This design comes from an exercise in tuning for small area, a short achievable clock period and few clock cycles per item on the open sky130 flow, not from production work. Function was checked by simulation only, so behaviour that the tests miss may differ from the original. Power is estimated from default activity; no workload was simulated.

===== design/flow/run.sh =====
#!/bin/bash
# synth_recipe.tcl (not shown) runs the flow's synth.tcl, then flattens the netlist and writes it again
# the make line also repeats each setting of config.mk as NAME=value (left out here)
make -C /OpenROAD-flow-scripts/flow DESIGN_CONFIG=/design/flow/config.mk WORK_HOME=/design/flow/orfs CLKGATE_MAP_FILE= SYNTH_SCRIPT=/design/flow/synth_recipe.tcl finish

===== design/flow/config.mk =====
export PLATFORM = sky130hd
export DESIGN_NAME = moesi_cache_top
export DESIGN_NICKNAME = moesi_cache_top
export VERILOG_FILES = /design/flow/design.v
export SDC_FILE = /design/flow/constraint.sdc
export NUM_CORES = 4
export LEC_CHECK = 0
export CAP_MARGIN = 20
export CORE_MARGIN = 2
export CORE_UTILIZATION = 40
export SLEW_MARGIN = 20

===== design/flow/constraint.sdc =====
create_clock -name core_clock -period 7.0 [get_ports {clk}]
set_input_delay 1.4000 -clock core_clock [delete_from_list [all_inputs] [get_ports {clk}]]
set_output_delay 1.4000 -clock core_clock [all_outputs]
set_load 0.01 [all_outputs]

===== design/flow/design.v =====
package cache_pkg;
  typedef logic [9-1:0]  addr_t;   
  typedef logic [8-1:0]  data_t;   
  typedef logic [2-1:0]   tag_t;    
  typedef logic [7-1:0] index_t;  
  typedef enum logic [2:0] {
    line_i = 3'b000,  
    line_s = 3'b001,  
    line_e = 3'b010,  
    line_o = 3'b011,  
    line_m = 3'b100   
  } moesi_e;
  typedef enum logic [2:0] {
    op_none      = 3'd0,
    op_cpu_read  = 3'd1,
    op_cpu_write = 3'd2,
    op_dir_inv   = 3'd3,  
    op_dir_gets  = 3'd4   
  } op_e;
endpackage
module request_decode
(
  input  logic   clk,
  input  logic   rst_n,
  input  logic   cpu_read_req,
  input  cache_pkg::addr_t  cpu_read_addr,
  input  logic   cpu_write_req,
  input  cache_pkg::addr_t  cpu_write_addr,
  input  cache_pkg::data_t  cpu_write_data,
  input  logic   inv_req,
  input  cache_pkg::addr_t  inv_addr,
  input  logic   gets_req,
  input  cache_pkg::addr_t  gets_addr,
  input  logic   op_done,
  output logic   op_valid,
  output cache_pkg::op_e    op,
  output cache_pkg::addr_t  op_addr,
  output cache_pkg::index_t op_index,
  output cache_pkg::tag_t   op_tag,
  output cache_pkg::data_t  op_wdata,
  output cache_pkg::index_t rd_index
);
  logic  busy;      
  cache_pkg::op_e   mask_op;   
  cache_pkg::op_e   sel_op;
  cache_pkg::addr_t sel_addr;
  always_comb begin
    sel_op   = cache_pkg::op_none;
    sel_addr = cpu_read_addr;
    if (inv_req && (mask_op != cache_pkg::op_dir_inv)) begin
      sel_op   = cache_pkg::op_dir_inv;
      sel_addr = inv_addr;
    end else if (gets_req && (mask_op != cache_pkg::op_dir_gets)) begin
      sel_op   = cache_pkg::op_dir_gets;
      sel_addr = gets_addr;
    end else if (cpu_write_req && (mask_op != cache_pkg::op_cpu_write)) begin
      sel_op   = cache_pkg::op_cpu_write;
      sel_addr = cpu_write_addr;
    end else if (cpu_read_req && (mask_op != cache_pkg::op_cpu_read)) begin
      sel_op   = cache_pkg::op_cpu_read;
    end
  end
  always_ff @(posedge clk) begin
    if (!rst_n) begin
      busy     <= 1'b0;
      op_valid <= 1'b0;
      op       <= cache_pkg::op_none;
      mask_op  <= cache_pkg::op_none;
    end else begin
      op_valid <= 1'b0;               
      mask_op  <= cache_pkg::op_none;
      if (op_done) begin
        busy    <= 1'b0;
        mask_op <= op;                
      end else if (!busy && (sel_op != cache_pkg::op_none)) begin
        busy     <= 1'b1;
        op_valid <= 1'b1;
        op       <= sel_op;
      end
    end
  end
  always_ff @(posedge clk) begin
    if (!busy && (sel_op != cache_pkg::op_none)) begin
      op_addr  <= sel_addr;
      op_tag   <= sel_addr[9-1 -: 2];
      op_index <= sel_addr[7-1:0];
      op_wdata <= cpu_write_data;     
    end
  end
  assign rd_index = op_index;         
endmodule
module cache_store
(
  input  logic   clk,
  input  logic   rst_n,
  input  cache_pkg::index_t rd_index,
  input  logic   wr_en,
  input  cache_pkg::index_t wr_index,
  input  cache_pkg::moesi_e wr_state,
  input  cache_pkg::tag_t   wr_tag,
  input  cache_pkg::data_t  wr_data,
  input  logic   wr_data_en,
  output cache_pkg::moesi_e rd_state,
  output cache_pkg::tag_t   rd_tag,
  output cache_pkg::data_t  rd_data
);
  cache_pkg::moesi_e state_mem [128];  
  cache_pkg::tag_t   tag_mem   [128];
  cache_pkg::data_t  data_mem  [128];
  always_ff @(posedge clk) begin
    if (!rst_n) begin
      for (int i = 0; i < 128; i++) begin
        state_mem[i] <= cache_pkg::line_i;           
        tag_mem[i]   <= '0;
        data_mem[i]  <= '0;
      end
    end else if (wr_en) begin
      state_mem[wr_index] <= wr_state;
      tag_mem[wr_index]   <= wr_tag;
      if (wr_data_en) begin
        data_mem[wr_index] <= wr_data;    
      end
    end
  end
  always_ff @(posedge clk) begin
    rd_state <= state_mem[rd_index];
    rd_tag   <= tag_mem[rd_index];
    rd_data  <= data_mem[rd_index];
  end
endmodule
module coherence_execute
(
  input  logic   clk,
  input  logic   rst_n,
  input  logic   op_valid,
  input  cache_pkg::op_e    op,
  input  cache_pkg::addr_t  op_addr,
  input  cache_pkg::index_t op_index,
  input  cache_pkg::tag_t   op_tag,
  input  cache_pkg::data_t  op_wdata,
  input  cache_pkg::moesi_e rd_state,
  input  cache_pkg::tag_t   rd_tag,
  input  cache_pkg::data_t  rd_data,
  input  logic   read_s_ack,
  input  logic   read_ex_ack,
  input  cache_pkg::data_t  mem_data,
  input  logic   shared,
  output logic   wr_en,
  output cache_pkg::index_t wr_index,
  output cache_pkg::moesi_e wr_state,
  output cache_pkg::tag_t   wr_tag,
  output cache_pkg::data_t  wr_data,
  output logic   wr_data_en,
  output logic   read_s,
  output logic   read_ex,
  output cache_pkg::addr_t  cache_req_addr,
  output logic   write_back,
  output cache_pkg::tag_t   wb_tag,
  output logic   done,
  output cache_pkg::op_e    done_op,
  output cache_pkg::data_t  done_rdata,
  output cache_pkg::data_t  done_wbdata,
  output cache_pkg::data_t  done_owned
);
  typedef enum logic [1:0] {idle, lookup, wait_dir} fsm_e;
  fsm_e  state;
  logic  valid_line, hit, evict, write_ok, dir_done;
  logic  done_q;    
  cache_pkg::data_t rdata_q;   
  cache_pkg::data_t owned_q;   
  cache_pkg::data_t wb_hold;   
  assign valid_line = (rd_state != cache_pkg::line_i);
  assign hit        = valid_line && (rd_tag == op_tag);
  assign evict      = valid_line && (rd_tag != op_tag) &&
                      ((op == cache_pkg::op_cpu_read) || (op == cache_pkg::op_cpu_write));  
  assign write_ok   = hit && ((rd_state == cache_pkg::line_e) || (rd_state == cache_pkg::line_m));  
  assign dir_done   = (state == wait_dir) &&
                      ((read_s && read_s_ack) || (read_ex && read_ex_ack));
  always_comb begin
    wr_en      = 1'b0;
    wr_index   = op_index;
    wr_tag     = op_tag;
    wr_state   = rd_state;
    wr_data    = op_wdata;
    wr_data_en = 1'b0;
    if (dir_done) begin               
      wr_en      = 1'b1;
      wr_data_en = 1'b1;
      if (read_s) begin
        wr_state = shared ? cache_pkg::line_s : cache_pkg::line_e;
        wr_data  = mem_data;
      end else begin
        wr_state = cache_pkg::line_m;            
      end
    end else if ((state == lookup) && hit) begin
      case (op)
        cache_pkg::op_cpu_write: begin
          if (write_ok) begin         
            wr_en      = 1'b1;
            wr_state   = cache_pkg::line_m;
            wr_data_en = 1'b1;
          end
        end
        cache_pkg::op_dir_inv: begin
          wr_en    = 1'b1;
          wr_state = cache_pkg::line_i;
        end
        cache_pkg::op_dir_gets: begin
          wr_en = 1'b1;
          case (rd_state)
            cache_pkg::line_e:  wr_state = cache_pkg::line_s;
            cache_pkg::line_m:  wr_state = cache_pkg::line_o;
            default: wr_state = rd_state;  
          endcase
        end
        default: wr_en = 1'b0;        
      endcase
    end
  end
  always_ff @(posedge clk) begin
    if (!rst_n) begin
      state      <= idle;
      read_s     <= 1'b0;
      read_ex    <= 1'b0;
      write_back <= 1'b0;
      done_q     <= 1'b0;
      wb_hold    <= '0;
    end else begin
      done_q <= 1'b0;
      case (state)
        idle: begin
          wb_hold <= '0;              
          if (op_valid) state <= lookup;
        end
        lookup: begin
          write_back <= evict;        
          if (evict) wb_hold <= rd_data;
          case (op)
            cache_pkg::op_cpu_read: begin
              if (hit) begin
                done_q <= 1'b1;
                state  <= idle;
              end else begin
                read_s <= 1'b1;
                state  <= wait_dir;
              end
            end
            cache_pkg::op_cpu_write: begin
              if (write_ok) begin
                done_q <= 1'b1;
                state  <= idle;
              end else begin          
                read_ex <= 1'b1;
                state   <= wait_dir;
              end
            end
            cache_pkg::op_dir_inv: begin
              done_q <= 1'b1;
              state  <= idle;
              if (hit && (rd_state != cache_pkg::line_s)) wb_hold <= rd_data;  
            end
            cache_pkg::op_dir_gets: begin
              done_q <= 1'b1;
              state  <= idle;
            end
            default: state <= idle;
          endcase
        end
        wait_dir: begin
          if (dir_done) begin         
            read_s     <= 1'b0;
            read_ex    <= 1'b0;
            write_back <= 1'b0;
            wb_hold    <= '0;
            state      <= idle;
          end
        end
        default: state <= idle;
      endcase
    end
  end
  always_ff @(posedge clk) begin
    if (state == lookup) begin
      rdata_q        <= rd_data;
      cache_req_addr <= op_addr;
      wb_tag         <= rd_tag;       
      owned_q        <= (hit && ((rd_state == cache_pkg::line_o) || (rd_state == cache_pkg::line_m))) ?
                        rd_data : '0;
    end
  end
  assign done        = done_q || dir_done;
  assign done_op     = op;            
  assign done_rdata  = dir_done ? mem_data : rdata_q;
  assign done_wbdata = ((state == lookup) && evict) ? rd_data :
                       (dir_done ? '0 : wb_hold);
  assign done_owned  = owned_q;
endmodule
module response_result
(
  input  logic  clk,
  input  logic  rst_n,
  input  logic  done,
  input  cache_pkg::op_e   done_op,
  input  cache_pkg::data_t done_rdata,
  input  cache_pkg::data_t done_wbdata,
  input  cache_pkg::data_t done_owned,
  output logic  cpu_read_ack,
  output cache_pkg::data_t cpu_read_data,
  output logic  cpu_write_ack,
  output logic  inv_ack,
  output cache_pkg::data_t wb_data,
  output logic  gets_ack,
  output cache_pkg::data_t owned_data
);
  logic rd_done, wr_done, inv_done, gets_done;
  assign rd_done   = done && (done_op == cache_pkg::op_cpu_read);
  assign wr_done   = done && (done_op == cache_pkg::op_cpu_write);
  assign inv_done  = done && (done_op == cache_pkg::op_dir_inv);
  assign gets_done = done && (done_op == cache_pkg::op_dir_gets);
  always_ff @(posedge clk) begin
    if (!rst_n) begin
      cpu_read_ack  <= 1'b0;
      cpu_write_ack <= 1'b0;
      inv_ack       <= 1'b0;
      gets_ack      <= 1'b0;
    end else begin
      cpu_read_ack  <= rd_done;       
      cpu_write_ack <= wr_done;
      inv_ack       <= inv_done;
      gets_ack      <= gets_done;
    end
  end
  always_ff @(posedge clk) begin
    if (!rst_n) begin
      cpu_read_data <= '0;
      owned_data    <= '0;
      wb_data       <= '0;
    end else begin
      cpu_read_data <= rd_done ? done_rdata : '0;
      owned_data    <= gets_done ? done_owned : '0;
      wb_data       <= done_wbdata;
    end
  end
endmodule
module moesi_cache_top
(
  input  logic  clk,
  input  logic  rst_n,
  input  logic  cpu_read_req,
  input  cache_pkg::addr_t cpu_read_addr,
  output logic  cpu_read_ack,
  output cache_pkg::data_t cpu_read_data,
  input  logic  cpu_write_req,
  input  cache_pkg::addr_t cpu_write_addr,
  input  cache_pkg::data_t cpu_write_data,
  output logic  cpu_write_ack,
  output logic  read_s,
  output logic  read_ex,
  output cache_pkg::addr_t cache_req_addr,
  output logic  write_back,
  output cache_pkg::tag_t  wb_tag,
  output cache_pkg::data_t wb_data,
  input  logic  read_s_ack,
  input  logic  read_ex_ack,
  input  cache_pkg::data_t mem_data,
  input  logic  shared,
  input  logic  inv_req,
  input  cache_pkg::addr_t inv_addr,
  output logic  inv_ack,
  input  logic  gets_req,
  input  cache_pkg::addr_t gets_addr,
  output logic  gets_ack,
  output cache_pkg::data_t owned_data
);
  logic   op_valid, op_done;
  cache_pkg::op_e    op;
  cache_pkg::addr_t  op_addr;
  cache_pkg::index_t op_index, rd_index, wr_index;
  cache_pkg::tag_t   op_tag, rd_tag, wr_tag;
  cache_pkg::data_t  op_wdata, rd_data, wr_data;
  cache_pkg::moesi_e rd_state, wr_state;
  logic   wr_en, wr_data_en;
  logic   done;
  cache_pkg::op_e    done_op;
  cache_pkg::data_t  done_rdata, done_wbdata, done_owned;
  assign op_done = done;  
  request_decode i_request_decode (
    .clk, .rst_n,
    .cpu_read_req, .cpu_read_addr,
    .cpu_write_req, .cpu_write_addr, .cpu_write_data,
    .inv_req, .inv_addr, .gets_req, .gets_addr,
    .op_done,
    .op_valid, .op, .op_addr, .op_index, .op_tag, .op_wdata,
    .rd_index
  );
  cache_store i_cache_store (
    .clk, .rst_n,
    .rd_index,
    .wr_en, .wr_index, .wr_state, .wr_tag, .wr_data, .wr_data_en,
    .rd_state, .rd_tag, .rd_data
  );
  coherence_execute i_coherence_execute (
    .clk, .rst_n,
    .op_valid, .op, .op_addr, .op_index, .op_tag, .op_wdata,
    .rd_state, .rd_tag, .rd_data,
    .read_s_ack, .read_ex_ack, .mem_data, .shared,
    .wr_en, .wr_index, .wr_state, .wr_tag, .wr_data, .wr_data_en,
    .read_s, .read_ex, .cache_req_addr, .write_back, .wb_tag,
    .done, .done_op, .done_rdata, .done_wbdata, .done_owned
  );
  response_result i_response_result (
    .clk, .rst_n,
    .done, .done_op, .done_rdata, .done_wbdata, .done_owned,
    .cpu_read_ack, .cpu_read_data, .cpu_write_ack,
    .inv_ack, .wb_data, .gets_ack, .owned_data
  );
endmodule

==> out/results.tsv <==
stage	metric	value	unit
outcome	outcome	complete, no violations	
worst_setup_path	crit_fanout	48	
detailed_routing	dr.pass1.iters	6	
sta	period_needed	4840	ps
cts	cts_root_buffer	clkbuf_16	
worst_setup_path	crit_path_start_kind	flop	
sta	fin_tns_setup	0	ps
detailed_routing	met2_length	124000	µm
power	power_leakage	29.8	nW
yosys	ys_ff_latch	1771	
yosys	synthFlopType	edfxtp_1	
yosys	yosysWarnings	4	
min_path	hold_class	reg2reg	
power	cellPowerDensity	277	mW/mm²
placed_design	numPortBuffers	102	
worst_setup_path	cp_data_arrival_time	5350	ps
sta	fin_crit_sh	69.1	%
cts	cts_buffers	179	
yosys	yosys.area.top_type	edfxtp_1	
sta	fmax	207	MHz
floorplan	die_area	0.199	mm²
yosys	syn_area	0.0782	mm²
cts	htree_num_levels	4	
global_routing	grt_pass1_wl	395000	µm
cts	cts_tree	yes	
global_routing	track_usage	27.7	%
global_routing	antenna_found_initial	12	
sta	tightest_slew	1280	ps
global_routing	grt_max_degree	129	
detailed_routing	wl_met3	39200	µm
yosys	syn-num-nets	6303	
yosys	synth.area.top_cells	edfxtp_1 66%, nor2_1 7.1%, mux4_2 3.4%, mux2i_1 2.7%, nand2_1 2.3%	
run	cap_violations	0	
placed_design	dpl.cell_count	8511	
finish	layout-drive-gt1-share	12.3	%
floorplan	fp-row-count	162	
floorplan	start_util	40.2	%
cts	clock_sinks	1771	
sta	rsz0062_at_grt	false	
cts	postCtsHoldBufs	0	
power	p_total	0.0244	W
yosys	yosysUniqueCellTypes	79	
yosys	avgSynthCellArea	12.5	µm²
detailed_routing	final_antenna_net_count	0	
floorplan	ios	103	
floorplan	core	0.195	mm²
worst_setup_path	required	7520	ps
yosys	yosysTopAreaCellShare	65.6	%
worst_setup_path	criticalPathCategory	reg2reg	
power	vdd_drop_max	0.285	mV
sta	finalSetupViolations	0	
sta	setup_slack	2160	ps
detailed_routing	vias_per_cell	6.33	
detailed_routing	drtIter0Drc	9420	
yosys	async_flop_share	0	%
yosys	syn_inst	6238	
sta	final_hold_viol_count	0	
global_routing	grt_pass1_vias	53200	
floorplan	die_w	446	µm
cts	clkLatencyLatePin	840	ps
global_routing	grt_overflow_total	0	
sta	relSlewSlack	14.2	%
sta	slew_viol_final	0	
detailed_routing	wl_per_cell	31.8	µm
placed_design	place.gp.congestion	0.929	
cts	clk_path_buf_depth	3	
worst_setup_path	cp-end-kind	flop	
placed_design	preCtsSetupSlack	1790	ps
cts	post_cts_buffers	0	
finish	utilization	45.2	%
detailed_routing	top_layer_used	met5	
floorplan	die_h	446	µm
yosys	ys_seq_area_share	67.2	%
sta	skew	34.5	ps
finish	instances_no_fill	8845	
cts	cts.repair.resized	0	
detailed_routing	wirelength	281000	µm
finish	syn_to_final_growth	12.3	%
detailed_routing	drc	0	
finish	nets	6217	
placed_design	hpwl	172000	µm
cts	clk_pin_slew_worst_paths	60	ps
detailed_routing	wl_met1	102000	µm
yosys	synth_edf_count	1708	
detailed_routing	vias	56000	
-- metal layers --
metal  vias to the layer above  global-route usage [%]
met1                     27700                    36.8
met4                        20                    13.7
met5                         -                       0
li1                      23000                       -
met2                      4349                    41.6
met3                       870                    7.77
-- per-stage QoR --
stage / instance area [µm²] / hold slack (ps)
floorplan: 78200 / 420
global placement: 82200 / 436
detailed placement: 82200 / 435
CTS: 87800 / 449
global route: 87800 / 463
finish: 87900 / 446
-- placed cells by master (no fill, tap or decap), drive strengths merged, types with 18 or more instances in the layout --
cell	netlist	routed
mux2	112	112
o21ai	243	243
o221ai	34	34
mux2i	213	213
a211oi	19	19
o2bb2ai	19	19
dfxtp	63	63
o22ai	76	76
a22oi	91	91
edfxtp	1708	1708
a31oi	18	18
and2	25	25
nor2	1490	1490
mux4	118	118
a22o	61	61
a21oi	108	108
clkbuf	365	219
nand2	489	489
clkdlybuf4s50	0	101
a221oi	154	154
buf	217	213
nand3	67	67
clkinv	4	89
inv	17	26
a221o	31	31
nor3	271	271
-- power by group --
part / switching [W] / internal (W)
Sequential: 0.000174 / 0.0120
Combinational: 0.00211 / 0.000741
Clock: 0.00430 / 0.00506
Total: 0.00658 / 0.0178
-- worst paths after layout --
path         slack (ps)                           start                         endpoint  depth (start not counted)
max                2160    i_request_decode.op_index[0]        i_cache_store.rd_state[1]                          8
min                 450  i_coherence_execute.owned_q[3]  i_response_result.owned_data[3]                          1
max reg2reg        2160    i_request_decode.op_index[0]        i_cache_store.rd_state[1]                          8
min reg2reg         450  i_coherence_execute.owned_q[3]  i_response_result.owned_data[3]                          1
-- cell usage after synthesis, drive strengths merged, types with 31 or more instances --
master,n
nand2,489
mux4,118
mux2,112
o22ai,76
nor2,1490
a22oi,91
a21oi,108
nor3,271
a22o,61
a221oi,154
edfxtp,1708
buf,217
o21ai,243
mux2i,213
nand3,67
a221o,31
o221ai,34
clkbuf,365
dfxtp,63
-- logic make-up (layout without fill, tap and decap cells) --
kind of cell / Yosys count / in the layout / synth area share [%]
buffers and inverters: 603 / 665 / 3.35
DFF: 1771 / 1771 / 67.2
other: 0 / 3 / 0
adders and majority gates: 4 / 4 / 0.0640
and+or+nand+nor: 2446 / 2446 / 12.9
muxes: 443 / 443 / 7.73
AOI/OAI and AO/OA: 966 / 966 / 8.74
xor gates and xnor gates: 5 / 5 / 0.0560
-- worst max-delay path, cell delays in order, from the launching register on --
cell and delay, ps:
edfxtp_1 830, buf_4 650, inv_4 450, buf_12 390
a221oi_1 270, o21ai_0 130, o211ai_1 270, a21boi_0 810
o2111ai_1 600
-- sequential cells by signal, indices dropped and copies added, names as in the netlist, 3 cells and up --
name and count:
i_cache_store.data_mem 1024, i_cache_store.state_mem 384, i_cache_store.tag_mem 256, i_coherence_execute.cache_req_addr 9, i_cache_store.rd_data 8, i_coherence_execute.owned_q 8
i_coherence_execute.rdata_q 8, i_coherence_execute.wb_hold 8, i_request_decode.op_wdata 8, i_response_result.cpu_read_data 8, i_response_result.owned_data 8, i_response_result.wb_data 8
i_request_decode.op_index 6, i_cache_store.rd_state 3, i_request_decode.mask_op 3, i_request_decode.op 3
-- layout make-up --
cell class | instances | area [µm²]
multi-input combinational | 3864 | 23400
tap | 2542 | 3180
sequential | 1771 | 52600
fill | 17500 | 107000
inverter | 21 | 86.3
antenna | 3 | 7.51
clock inverter | 111 | 883
timing repair buffer | 315 | 3020
clock buffer | 218 | 4700
Testbench counts, summed over its fixed seeds: cycles 156,376, items 24,000.

## afterwards: timing with drivers on the ports
No port has a modelled driver above. Below, the same layout with a new extraction and two added sets of constraints.
Step 1 assumes that a clkbuf_16 drives the clock port and a buf_2 every other input.
Step 2 also shifts input and output timing later by t, the mid clock arrival at the registers, as if the neighbouring blocks saw the same clock.
a / b / c = ideal ports / drivers / drivers and shift; a / b = the first two.
t, ns: 0.903
slack for setup (ns): 2.163 / 2.163 / 1.655
worst setup path after step 2: input to register
After both steps this run still meets setup and hold. For this run, drivers alone change the setup slack by 0.000 ns; drivers and shift together by -0.508 ns.
